Source: an optimization exercise on an open RTL-to-GDS flow (aim: small area, a short achievable clock period and few clock cycles per item). Production flows keep margins and buffers that such runs may drop.
Function was checked by simulation only, so behaviour that the tests miss may differ from the original.

// classifier_top
module classifier_top (
  input wire clk,
  input wire rst,
  input wire [15:0] data_in0,
  input wire [15:0] data_in1,
  input wire [15:0] data_in2,
  input wire [15:0] data_in3,
  input wire [15:0] data_in4,
  input wire [15:0] data_in5,
  input wire [15:0] data_in6,
  input wire [15:0] data_in7,
  input wire [15:0] data_in8,
  input wire [15:0] data_in9,
  input wire [15:0] data_in10,
  input wire [15:0] data_in11,
  input wire [15:0] data_in12,
  input wire [15:0] data_in13,
  input wire [15:0] data_in14,
  input wire [15:0] data_in15,
  input wire in_valid,
  output logic in_ready,
  output logic signed [39:0] score,
  output logic [1:0] score_class,
  output logic score_valid,
  output logic score_last,
  output logic [1:0] best_class,
  input wire score_ready
);
For scale: about 4700 cells after synthesis, about 310 I/O pins, roughly 52000 µm² of cells after synthesis.
==> flow/config.mk <==
export PLATFORM = sky130hd
export DESIGN_NAME = classifier_top
export DESIGN_NICKNAME = classifier_top
export VERILOG_FILES = /design/flow/design.v
export SDC_FILE = /design/flow/constraint.sdc
export NUM_CORES = 4
export LEC_CHECK = 0
export CAP_MARGIN = 20
export CORE_MARGIN = 2
export CORE_UTILIZATION = 55
export CTS_CLUSTER_DIAMETER = 60
export CTS_CLUSTER_SIZE = 25
export SETUP_SLACK_MARGIN = 5
export SLEW_MARGIN = 20
==> flow/constraint.sdc <==
create_clock -name core_clock -period 9.0 [get_ports {clk}]
set_input_delay 1.8000 -clock core_clock [delete_from_list [all_inputs] [get_ports {clk}]]
set_output_delay 1.8000 -clock core_clock [all_outputs]
set_load 0.01 [all_outputs]
standard.sh (not shown) runs the stock make flow with config.mk's settings and CLKGATE_MAP_FILE= SYNTH_SCRIPT=/design/flow/synth_recipe.tcl, a recipe that flattens the netlist after the stock synthesis.
==> flow/flow/run.sh <==
#!/bin/bash
set -euo pipefail
export BUFFER_PORTS_ARGS="-buffer_cell sky130_fd_sc_hd__buf_1"
sed -e 's/SETUP_SLACK_MARGIN=5 /SETUP_SLACK_MARGIN=6.0 /' standard.sh > standard_margin.sh
grep -q 'SETUP_SLACK_MARGIN=6.0 ' standard_margin.sh
bash standard_margin.sh > flow.log 2>&1
The baseline passed the timing, DRC and antenna checks.
Testbench counts at the start, summed over its fixed seeds: cycles 832, frames 192.
==> next run, changes <==
==> flow/flow/run.sh (replaced) <==
#!/bin/bash
set -euo pipefail
export BUFFER_PORTS_ARGS="-buffer_cell sky130_fd_sc_hd__buf_1"
sed -e 's/SETUP_SLACK_MARGIN=5 /SETUP_SLACK_MARGIN=5.6 /' standard.sh > standard_margin.sh
grep -q 'SETUP_SLACK_MARGIN=5.6 ' standard_margin.sh
bash standard_margin.sh > flow.log 2>&1
CTS_CLUSTER_DIAMETER = unset   (was 60)
CTS_CLUSTER_SIZE = unset   (was 25)
- setup slack degrades by 0.072 ns
- routed wire length increases slightly
- clock-buffer cell count came out higher by 76
- cell area rises slightly

--- another note on this design; it stands on its own ---

==> zinc: inputs <==
Design classifier_top, start of the top module:
module classifier_top (
  input wire clk,
  input wire rst,
  input wire [15:0] data_in0,
  input wire [15:0] data_in1,
  input wire [15:0] data_in2,
  input wire [15:0] data_in3,
  input wire [15:0] data_in4,
  input wire [15:0] data_in5,
  input wire [15:0] data_in6,
  input wire [15:0] data_in7,
  input wire [15:0] data_in8,
  input wire [15:0] data_in9,
  input wire [15:0] data_in10,
  input wire [15:0] data_in11,
  input wire [15:0] data_in12,
  input wire [15:0] data_in13,
  input wire [15:0] data_in14,
  input wire [15:0] data_in15,
  input wire in_valid,
  output logic in_ready,
  output logic signed [39:0] score,
  output logic [1:0] score_class,
  output logic score_valid,
  output logic score_last,
  output logic [1:0] best_class,
  input wire score_ready
);
  localparam int LW = 20;   
  logic [15:0] din [16];
  logic [15:0] xr [16];
  logic lr;
  logic [1:0] bcnt;
  logic fire;
  assign din[0] = data_in0;
  assign din[1] = data_in1;
  assign din[2] = data_in2;
  assign din[3] = data_in3;
  assign din[4] = data_in4;
  assign din[5] = data_in5;
  assign din[6] = data_in6;
  assign din[7] = data_in7;
  assign din[8] = data_in8;
  assign din[9] = data_in9;
  assign din[10] = data_in10;
  assign din[11] = data_in11;
  assign din[12] = data_in12;
  assign din[13] = data_in13;
  assign din[14] = data_in14;
  assign din[15] = data_in15;
  assign fire = in_valid && in_ready;
  always_ff @(posedge clk) begin
    for (int l = 0; l < 16; l++) xr[l] <= {~din[l][15], din[l][14:0]} & {16{fire}};
  end
  logic [LW-1:0] acc [16];
  logic [LW-1:0] hold [16];
  logic [LW-1:0] lsum [16];
  logic zr;         
  logic fullc;      
  logic hv;         
  logic [3:0] ph;   
  logic [1:0] ncls;   
  logic [1:0] cnt;    
  logic complete, issue, load, clear;
  for (genvar l = 0; l < 16; l++) begin : g_lane
    logic [19:0] a, s;
    logic [15:0] x;
    logic [18:0] c;
    assign a = acc[l];
    assign x = xr[l];
    assign s[0] = a[0] ^ x[0];
    assign c[1] = a[0] & x[0];
    assign s[1] = a[1] ^ x[1] ^ c[1];
    assign c[2] = (a[1] & x[1]) | (a[1] & c[1]) | (x[1] & c[1]);
    assign s[2] = a[2] ^ x[2] ^ c[2];
    assign c[3] = (a[2] & x[2]) | (a[2] & c[2]) | (x[2] & c[2]);
    assign s[3] = a[3] ^ x[3] ^ c[3];
    assign c[4] = (a[3] & x[3]) | (a[3] & c[3]) | (x[3] & c[3]);
    assign s[4] = a[4] ^ x[4] ^ c[4];
  ...
export LEC_CHECK = 0
export ABC_CLOCK_PERIOD_IN_PS = 4000
export CAP_MARGIN = 20
export CORE_MARGIN = 2
export CORE_UTILIZATION = 35
export SETUP_SLACK_MARGIN = 5
export SLEW_MARGIN = 20
create_clock -name core_clock -period 9.0 [get_ports {clk}]
run.sh (not shown) runs the stock make flow with config.mk's settings and CLKGATE_MAP_FILE= SYNTH_SCRIPT=/design/flow/synth_recipe.tcl, a recipe that flattens the netlist after the stock synthesis.
==> tundra: changes against zinc <==
--- a/flow/config.mk
+++ b/flow/config.mk
@@ -5,7 +5,6 @@
 export SDC_FILE = /design/flow/constraint.sdc
 export NUM_CORES = 4
 export LEC_CHECK = 0
-export ABC_CLOCK_PERIOD_IN_PS = 4000
 export CAP_MARGIN = 20
 export CORE_MARGIN = 2
 export CORE_UTILIZATION = 35
==> run summary <==
- Utilization is the same in zinc and tundra.
- Count of clock-buffer cells in the layout is the same in tundra and zinc.
- Cell area is the same in tundra and zinc.
Testbench counts of zinc, summed over its fixed seeds: cycles 824, frames 192.
Testbench counts of tundra, summed over its fixed seeds: cycles 824, frames 192.

## re-timing with driven ports
Ports are ideal in the flow. The routed layouts listed here were re-timed in OpenROAD.
Step 1 (the two cells are an assumption about what drives the block):
set clk [get_ports {clk}]
set_driving_cell -lib_cell sky130_fd_sc_hd__clkbuf_16 $clk
set_driving_cell -lib_cell sky130_fd_sc_hd__buf_2 [delete_from_list [all_inputs] $clk]
Step 2, shift: input delay + t, output delay - t, t = (earliest + latest rising clock arrival at the registers) / 2. This alone moves slack from input paths to output paths.
a / b / c = no drivers / after step 1 / after step 2; a / b = the first two.
run | shift t [ns] | slack for setup (ns) | latest minus earliest clock arrival (ns) | pins driven straight from the clock port
the first run of note 1 | 0.764 | 5.450 / 5.450 / 5.405 | 0.043 / 0.043 | 1
the second run of note 1 | 0.781 | 5.378 / 5.378 / 5.112 | 0.039 / 0.040 | 1
zinc | 0.814 | 4.825 / 4.825 / 4.506 | 0.067 / 0.067 | 1
tundra | 0.814 | 4.825 / 4.825 / 4.506 | 0.067 / 0.067 | 1
After both steps setup and hold are still met in every run listed.
